Source: an optimization exercise on an open RTL-to-GDS flow (aim: small area, a short achievable clock period and few clock cycles per item). Production flows keep margins and buffers that such runs may drop. RTL that was checked went through simulation tests only; none was proved equivalent to the original. Power and IR drop assume default switching activity.

==> module low_score_flank_window_selector, before the edit <==
module low_score_flank_window_selector
(
    input  logic               clk,
    input  logic               rst_n,
    input  logic               psel,
    input  logic               penable,
    input  logic               pwrite,
    input  logic [lsfws_pkg::PADDR_W-1:0] paddr,
    input  logic [lsfws_pkg::PDATA_W-1:0] pwdata,
    output logic [lsfws_pkg::PDATA_W-1:0] prdata,
    output logic               pready,
    input  logic               item_valid,
    output logic               item_stall,
    input  lsfws_pkg::item_t              item,
    output logic               result_valid,
    input  logic               result_stall,
    output lsfws_pkg::result_t            result
);
    localparam int SLOTS   = lsfws_pkg::WINDOW_SIZE;
    localparam int SCORE_W = lsfws_pkg::SCORE_W;
    localparam int POS_W   = lsfws_pkg::POS_W;
    localparam int PDATA_W = lsfws_pkg::PDATA_W;
    lsfws_pkg::score_t           threshold_reg;
    logic [SLOTS-1:0][POS_W-1:0] pos_reg;
    logic [SLOTS-1:0]            pend_reg;
    logic [SLOTS-1:0]            sel_reg;         
    logic [SLOTS-1:0]            last_reg;
    logic [SLOTS-1:0]            kept_reg;
    lsfws_pkg::score_t           s1_reg;          
    lsfws_pkg::score_t           s2_reg;          
    lsfws_pkg::score_t           m_reg;           
    logic [2:0]                  fill_reg;
    function automatic logic lt(input logic [SCORE_W-1:0] a, input logic [SCORE_W-1:0] b);
        logic l;
        logic e;
        l = 1'b0;
        e = 1'b1;
        for (int i = SCORE_W - 1; i >= 0; i--)
        begin
            l = l | (e & ~a[i] & b[i]);
            e = e & ~(a[i] ^ b[i]);
        end
        lt = l;
    endfunction
    assign pready = 1'b1;
    always_ff @(posedge clk or negedge rst_n)
    begin
        if (!rst_n)
            threshold_reg <= lsfws_pkg::THRESHOLD_RESET;
        else if (psel && penable && pwrite && !paddr[2])
            threshold_reg <= pwdata[SCORE_W-1:0];
    end
    assign prdata = paddr[2] ? '0 : PDATA_W'(threshold_reg);
    logic             accept;
    logic             insert;
    logic             flush;
    logic             full;
    logic             b1;
    logic             b2;
    logic             bm;
    logic             low;
    logic [SLOTS-1:0] win;         
    logic [SLOTS-1:0] kept_sh;     
    logic [SLOTS-1:0] newp;        
    assign item_stall = pend_reg[SLOTS-1] && result_stall;
    assign accept     = item_valid && !item_stall;
    assign insert     = accept && !item.func;
    assign flush      = accept && item.func;
    assign full       = (fill_reg == 3'd5);
    assign b1 = lt(s1_reg, threshold_reg);
    assign b2 = lt(s2_reg, threshold_reg);
    assign bm = lt(m_reg, threshold_reg);
    always_comb
    begin
        win = '0;
        if (item.func)
        begin
            kept_sh = kept_reg;
            for (int i = 0; i < SLOTS; i++)
                win[i] = (3'(i) < fill_reg);
            if (full)
                low = b1 | b2;                           
            else
                low = (b1 && fill_reg >= 3'd1)
                    | (b2 && fill_reg >= 3'd2)
                    | (bm && fill_reg >= 3'd3);          
        end
        else
        begin
            kept_sh = {kept_reg[SLOTS-2:0], 1'b0};
            for (int i = 0; i < SLOTS; i++)
                win[i] = (3'(i) <= fill_reg);
            if (full)
                low = b2;                                
            else if (fill_reg == 3'd4)
                low = bm | b2;                           
            else
                low = 1'b0;
        end
        newp = low ? (win & ~kept_sh) : '0;
    end
    logic             deliver;
    logic [SLOTS-1:0] pend_left;
    logic [SLOTS-1:0] pend_next;
    logic [SLOTS-1:0] sel_next;
    assign result_valid = |pend_reg;
    assign deliver      = result_valid && !result_stall;
    assign pend_left    = deliver ? (pend_reg & ~sel_reg) : pend_reg;
    always_comb
    begin
        result = '0;
        for (int i = 0; i < SLOTS; i++)
            result = result | (sel_reg[i] ? {pos_reg[i], last_reg[i]} : '0);
    end
    always_comb
    begin
        if (insert)
            pend_next = {pend_left[SLOTS-2:0], 1'b0} | newp;
        else if (flush)
            pend_next = pend_left | newp;
        else
            pend_next = pend_left;
        sel_next = '0;
        for (int i = 0; i < SLOTS; i++)
            if (pend_next[i])
            begin
                sel_next    = '0;
                sel_next[i] = 1'b1;
            end
    end
    always_ff @(posedge clk or negedge rst_n)
    begin
        if (!rst_n)
        begin
            pend_reg <= '0;
            sel_reg  <= '0;
            fill_reg <= '0;
        end
        else
        begin
            pend_reg <= pend_next;
            sel_reg  <= sel_next;
            if (insert && !full)
                fill_reg <= fill_reg + 3'd1;
            else if (flush)
                fill_reg <= '0;
        end
    end
    always_ff @(posedge clk)
    begin
        if (insert)
        begin
            pos_reg  <= {pos_reg[SLOTS-2:0], item.position};
            last_reg <= {last_reg[SLOTS-2:0], low};
            kept_reg <= kept_sh | newp;
            s1_reg   <= item.score;
            s2_reg   <= s1_reg;
            if (fill_reg == 3'd2 || lt(s2_reg, m_reg))
                m_reg <= s2_reg;
        end
        else if (flush)
        begin
            last_reg[0] <= last_reg[0] | newp[0];
            kept_reg    <= '0;
        end
    end
endmodule
==> flow/config.mk <==
export PLATFORM = sky130hd
export DESIGN_NAME = low_score_flank_window_selector
export DESIGN_NICKNAME = low_score_flank_window_selector
export VERILOG_FILES = /design/flow/design.v
export SDC_FILE = /design/flow/constraint.sdc
export NUM_CORES = 4
export LEC_CHECK = 0
export CAP_MARGIN = 20
export CORE_MARGIN = 2
export CORE_UTILIZATION = 40
export SETUP_SLACK_MARGIN = 3
export SLEW_MARGIN = 20
==> flow/constraint.sdc <==
create_clock -name core_clock -period 5.5 [get_ports {clk}]
set_input_delay 1.1000 -clock core_clock [delete_from_list [all_inputs] [get_ports {clk}]]
set_output_delay 1.1000 -clock core_clock [all_outputs]
set_load 0.01 [all_outputs]
run.sh (not shown) runs the stock make flow with config.mk's settings and CLKGATE_MAP_FILE= SYNTH_SCRIPT=/design/flow/synth_recipe.tcl, a recipe that flattens the netlist after the stock synthesis.
Rerun with:
--- a/flow/design.v
+++ b/flow/design.v
@@ -162,25 +162,24 @@
     always_ff @(posedge clk or negedge rst_n)
     begin
         if (!rst_n)
         begin
             pend_reg <= '0;
-            sel_reg  <= '0;
             fill_reg <= '0;
         end
         else
         begin
             pend_reg <= pend_next;
-            sel_reg  <= sel_next;
             if (insert && !full)
                 fill_reg <= fill_reg + 3'd1;
             else if (flush)
                 fill_reg <= '0;
         end
     end
     always_ff @(posedge clk)
     begin
+        sel_reg <= sel_next;
         if (insert)
         begin
             pos_reg  <= {pos_reg[SLOTS-2:0], item.position};
             last_reg <= {last_reg[SLOTS-2:0], low};
             kept_reg <= kept_sh | newp;
Wire length came out lower by 2.4%.
Power climbs by about 6%.
Worst hold slack hardly moves.
Sequential power rises by about 5%.
Worst setup slack improves by 210 ps.
Cell count stays flat.
Synthesized area is about the same.
Global-route usage went down by 0.24 points.
No functional check of the RTL was part of any run of this note.

---

## main
low_score_flank_window_selector, a different RTL version from the one above (not shown whole).
For scale: ~250 flip-flops, about 160 I/O pins.
==> module low_score_flank_window_selector, before the edit <==
module low_score_flank_window_selector
(
    input  logic               clk,
    input  logic               rst_n,
    input  logic               psel,
    input  logic               penable,
    input  logic               pwrite,
    input  logic [lsfws_pkg::PADDR_W-1:0] paddr,
    input  logic [lsfws_pkg::PDATA_W-1:0] pwdata,
    output logic [lsfws_pkg::PDATA_W-1:0] prdata,
    output logic               pready,
    input  logic               item_valid,
    output logic               item_stall,
    input  lsfws_pkg::item_t              item,
    output logic               result_valid,
    input  logic               result_stall,
    output lsfws_pkg::result_t            result
);
    localparam int SLOTS   = lsfws_pkg::WINDOW_SIZE;
    localparam int SCORE_W = lsfws_pkg::SCORE_W;
    localparam int POS_W   = lsfws_pkg::POS_W;
    localparam int PDATA_W = lsfws_pkg::PDATA_W;
    lsfws_pkg::score_t           threshold_reg;
    logic [SLOTS-1:0][POS_W-1:0] pos_reg;
    logic [SLOTS-1:0]            pend_reg;
    logic [SLOTS-1:0]            last_reg;
    logic [2:0]                  unkept_reg;      
    lsfws_pkg::score_t           s1_reg;          
    lsfws_pkg::score_t           s2_reg;          
    lsfws_pkg::score_t           m_reg;           
    logic [2:0]                  fill_reg;
    logic [SLOTS-1:0]            sel_reg;         
    function automatic logic lt(input logic [SCORE_W-1:0] a, input logic [SCORE_W-1:0] b);
        logic [31:0] l;
        logic [31:0] e;
        l = '0;
        e = '1;
        for (int i = 0; i < SCORE_W; i++)
        begin
            l[i] = ~a[i] & b[i];
            e[i] = ~(a[i] ^ b[i]);
        end
        for (int w = 1; w < 32; w = w * 2)
            for (int i = 0; i + w < 32; i = i + 2 * w)
            begin
                l[i] = l[i+w] | (e[i+w] & l[i]);
                e[i] = e[i+w] & e[i];
            end
        lt = l[0];
    endfunction
    assign pready = 1'b1;
    always_ff @(posedge clk or negedge rst_n)
    begin
        if (!rst_n)
            threshold_reg <= lsfws_pkg::THRESHOLD_RESET;
        else if (psel && penable && pwrite && !paddr[2])
            threshold_reg <= pwdata[SCORE_W-1:0];
    end
    assign prdata = paddr[2] ? '0 : PDATA_W'(threshold_reg);
    logic             accept;
    logic             insert;
    logic             flush;
    logic             full;
    logic             b1;
    logic             b2;
    logic             bm;
    logic             low;
    logic [2:0]       unkept_sh;   
    logic [SLOTS-1:0] newp;        
    assign item_stall = pend_reg[SLOTS-1] && result_stall;
    assign accept     = item_valid && !item_stall;
    assign insert     = accept && !item.func;
    assign flush      = accept && item.func;
    assign full       = (fill_reg == 3'd5);
    assign b1 = lt(s1_reg, threshold_reg);
    assign b2 = lt(s2_reg, threshold_reg);
    assign bm = lt(m_reg, threshold_reg);
    always_comb
    begin
        if (item.func)
        begin
            unkept_sh = unkept_reg;
            if (full)
                low = b1 | b2;                           
            else
                low = (b1 && fill_reg >= 3'd1)
                    | (b2 && fill_reg >= 3'd2)
                    | (bm && fill_reg >= 3'd3);          
        end
        else
        begin
            unkept_sh = (unkept_reg == 3'd5) ? 3'd5 : unkept_reg + 3'd1;
            if (full)
                low = b2;                                
            else if (fill_reg == 3'd4)
                low = bm | b2;                           
            else
                low = 1'b0;
        end
        for (int i = 0; i < SLOTS; i++)
            newp[i] = low && (3'(i) < unkept_sh);
    end
    logic             deliver;
    logic [SLOTS-1:0] pend_left;
    logic [SLOTS-1:0] pend_next;
    logic [SLOTS-1:0] sel_next;
    assign result_valid = |pend_reg;
    assign deliver      = result_valid && !result_stall;
    assign pend_left    = deliver ? (pend_reg & ~sel_reg) : pend_reg;
    always_comb
    begin
        result = '0;
        for (int i = 0; i < SLOTS; i++)
            result = result | (sel_reg[i] ? {pos_reg[i], last_reg[i]} : '0);
    end
    logic [SLOTS-1:0] pend_sh;     
    logic [SLOTS-1:0] sel_sh;      
    logic [SLOTS-1:0] sel_new;     
    always_comb
    begin
        pend_sh = insert ? {pend_left[SLOTS-2:0], 1'b0} : pend_left;
        pend_next = pend_sh | (accept ? newp : '0);
        sel_sh  = '0;
        sel_new = '0;
        for (int i = 0; i < SLOTS; i++)
        begin
            if (pend_sh[i])
            begin
                sel_sh    = '0;
                sel_sh[i] = 1'b1;
            end
            sel_new[i] = (3'(i + 1) == unkept_sh);
        end
        sel_next = (|pend_sh) ? sel_sh : ((accept && low) ? sel_new : '0);
    end
    always_ff @(posedge clk or negedge rst_n)
    begin
        if (!rst_n)
        begin
            pend_reg   <= '0;
            unkept_reg <= '0;
            fill_reg   <= '0;
        end
        else
        begin
            pend_reg <= pend_next;
            if (flush || (insert && low))
                unkept_reg <= '0;
            else if (insert)
                unkept_reg <= unkept_sh;
            if (insert && !full)
                fill_reg <= fill_reg + 3'd1;
            else if (flush)
                fill_reg <= '0;
        end
    end
    always_ff @(posedge clk)
    begin
        sel_reg <= sel_next;
        if (insert)
        begin
            pos_reg  <= {pos_reg[SLOTS-2:0], item.position};
            last_reg <= {last_reg[SLOTS-2:0], low};
            s1_reg   <= item.score;
            s2_reg   <= s1_reg;
            if (fill_reg == 3'd2 || lt(s2_reg, m_reg))
                m_reg <= s2_reg;
        end
        else if (flush)
            last_reg[0] <= last_reg[0] | newp[0];
    end
endmodule
clock: 5.5 ns
lec_check: 0
cap_margin: 20
core_margin: 2
core_utilization: 60
cts_buf_list: sky130_fd_sc_hd__clkbuf_8
cts_cluster_diameter: 60
cts_cluster_size: 16
setup_slack_margin: 2.8
slew_margin: 20
standard.sh (not shown) runs the stock make flow with config.mk's settings and CLKGATE_MAP_FILE= SYNTH_SCRIPT=/design/flow/synth_recipe.tcl, a recipe that flattens the netlist after the stock synthesis.
==> flow/flow/run.sh <==
#!/bin/bash
# The standard layout, with plain buf_2 cells as the port buffers (the
# standard flow picks a delay cell for them). Every tool's output goes to
# flow.log here and ORFS's own logs under orfs/logs.
set -euo pipefail
bash standard.sh "BUFFER_PORTS_ARGS=-buffer_cell sky130_fd_sc_hd__buf_2" finish > flow.log 2>&1
The flow did not stop early for main: all stages ran, and the layout cleared the timing, design-rule and antenna checks.
Testbench counts of main, summed over its fixed seeds: cycles 14,225, items 12,000.
#### Input delta (the feature branch over main)
--- a/flow/design.v
+++ b/flow/design.v
@@ -60,8 +60,9 @@
     lsfws_pkg::score_t           s2_reg;          
     lsfws_pkg::score_t           m_reg;           
     logic [2:0]                  fill_reg;
     logic [SLOTS-1:0]            sel_reg;         
+    logic [SLOTS-1:0]            sel_lo_reg;      
     function automatic logic lt(input logic [SCORE_W-1:0] a, input logic [SCORE_W-1:0] b);
         logic [31:0] l;
         logic [31:0] e;
         l = '0;
@@ -141,13 +142,17 @@
     always_comb
     begin
         result = '0;
         for (int i = 0; i < SLOTS; i++)
-            result = result | (sel_reg[i] ? {pos_reg[i], last_reg[i]} : '0);
+        begin
+            result[32:17] = result[32:17] | (sel_reg[i] ? pos_reg[i][31:16] : '0);
+            result[16:0]  = result[16:0] | (sel_lo_reg[i] ? {pos_reg[i][15:0], last_reg[i]} : '0);
+        end
     end
     logic [SLOTS-1:0] pend_sh;     
     logic [SLOTS-1:0] sel_sh;      
     logic [SLOTS-1:0] sel_new;     
+    logic [SLOTS-1:0] sel_lo_next;
     always_comb
     begin
         pend_sh = insert ? {pend_left[SLOTS-2:0], 1'b0} : pend_left;
         pend_next = pend_sh | (accept ? newp : '0);
@@ -162,8 +167,15 @@
             end
             sel_new[i] = (3'(i + 1) == unkept_sh);
         end
         sel_next = (|pend_sh) ? sel_sh : ((accept && low) ? sel_new : '0);
+        for (int i = 0; i < SLOTS; i++)
+            if (i == SLOTS - 1)
+                sel_lo_next[i] = pend_sh[i]
+                               || (pend_sh == '0 && accept && low && unkept_sh == 3'(SLOTS));
+            else
+                sel_lo_next[i] = (pend_sh[i] && (pend_sh >> (i + 1)) == '0)
+                               || (pend_sh == '0 && accept && low && unkept_sh == 3'(i + 1));
     end
     always_ff @(posedge clk or negedge rst_n)
     begin
         if (!rst_n)
@@ -186,9 +198,10 @@
         end
     end
     always_ff @(posedge clk)
     begin
-        sel_reg <= sel_next;
+        sel_reg    <= sel_next;
+        sel_lo_reg <= sel_lo_next;
         if (insert)
         begin
             pos_reg  <= {pos_reg[SLOTS-2:0], item.position};
             last_reg <= {last_reg[SLOTS-2:0], low};
## What came out
NOTE: final hold slack in the feature branch exceeds that of main. Cmp main and the feature branch / clock power / lower: the feature branch. Final core area utilization in the feature branch is 0.48 points higher than in main. From main to the feature branch the numbers moved as follows: total half-perimeter wirelength after legalization and detailed placement now sits higher, routability congestion estimate from global placement now sits lower. Relative to main, post-synthesis async set-or-reset flop share has decreased by 0.22 points in the feature branch. main and the feature branch ended up with roughly the same met3 global-route usage. Routed wire length: the feature branch vs main up 2.9%. Compared with main, the feature branch shows starting density of the core higher by 0.51 points. Taking main as the reference point, the non-clock inverter total of the final layout of the feature branch falls by about 7.5%.
For the feature branch, only the layout was checked, not whether the RTL still works.

-- port drivers added, routing unchanged --
The flow's constraints put no driver on any port. The routed layouts listed below were extracted and timed again, unchanged, in two steps.
Step 1 sets driving cells, clkbuf_16 on the clock port and buf_2 on the other inputs (assumed; they add their load-dependent delay and slew).
Step 2 adds t to the input delays and takes it off the output delays; t is the mean of the earliest and latest rising clock arrival at the registers after step 1. Input paths then give back, and output paths get back, about the clock's delay inside the block.
Slacks: no drivers / after step 1 / after step 2; pairs: no drivers / after step 1.
run | t, ns | setup slack, ns | hold WS [ns] | worst slew at a driven data input, ns | pins driven straight from the clock port
the first run of note 1 | 0.585 | 2.328 / 2.328 / 1.894 | 0.440 / 0.440 / 0.440 | 0.08 | 1
the second run of note 1 | 0.583 | 2.538 / 2.532 / 2.276 | 0.440 / 0.440 / 0.440 | 0.19 | 1
main | 0.565 | 2.751 / 2.712 / 2.340 | 0.439 / 0.439 / 0.439 | 0.06 | 1
the feature branch | 0.562 | 2.744 / 2.704 / 2.279 | 0.448 / 0.448 / 0.448 | 0.05 | 1
After both steps setup and hold are still met in every run listed. The setup slack of the feature branch, which loses most, moves by -0.040 ns with the drivers and by -0.465 ns with both steps.
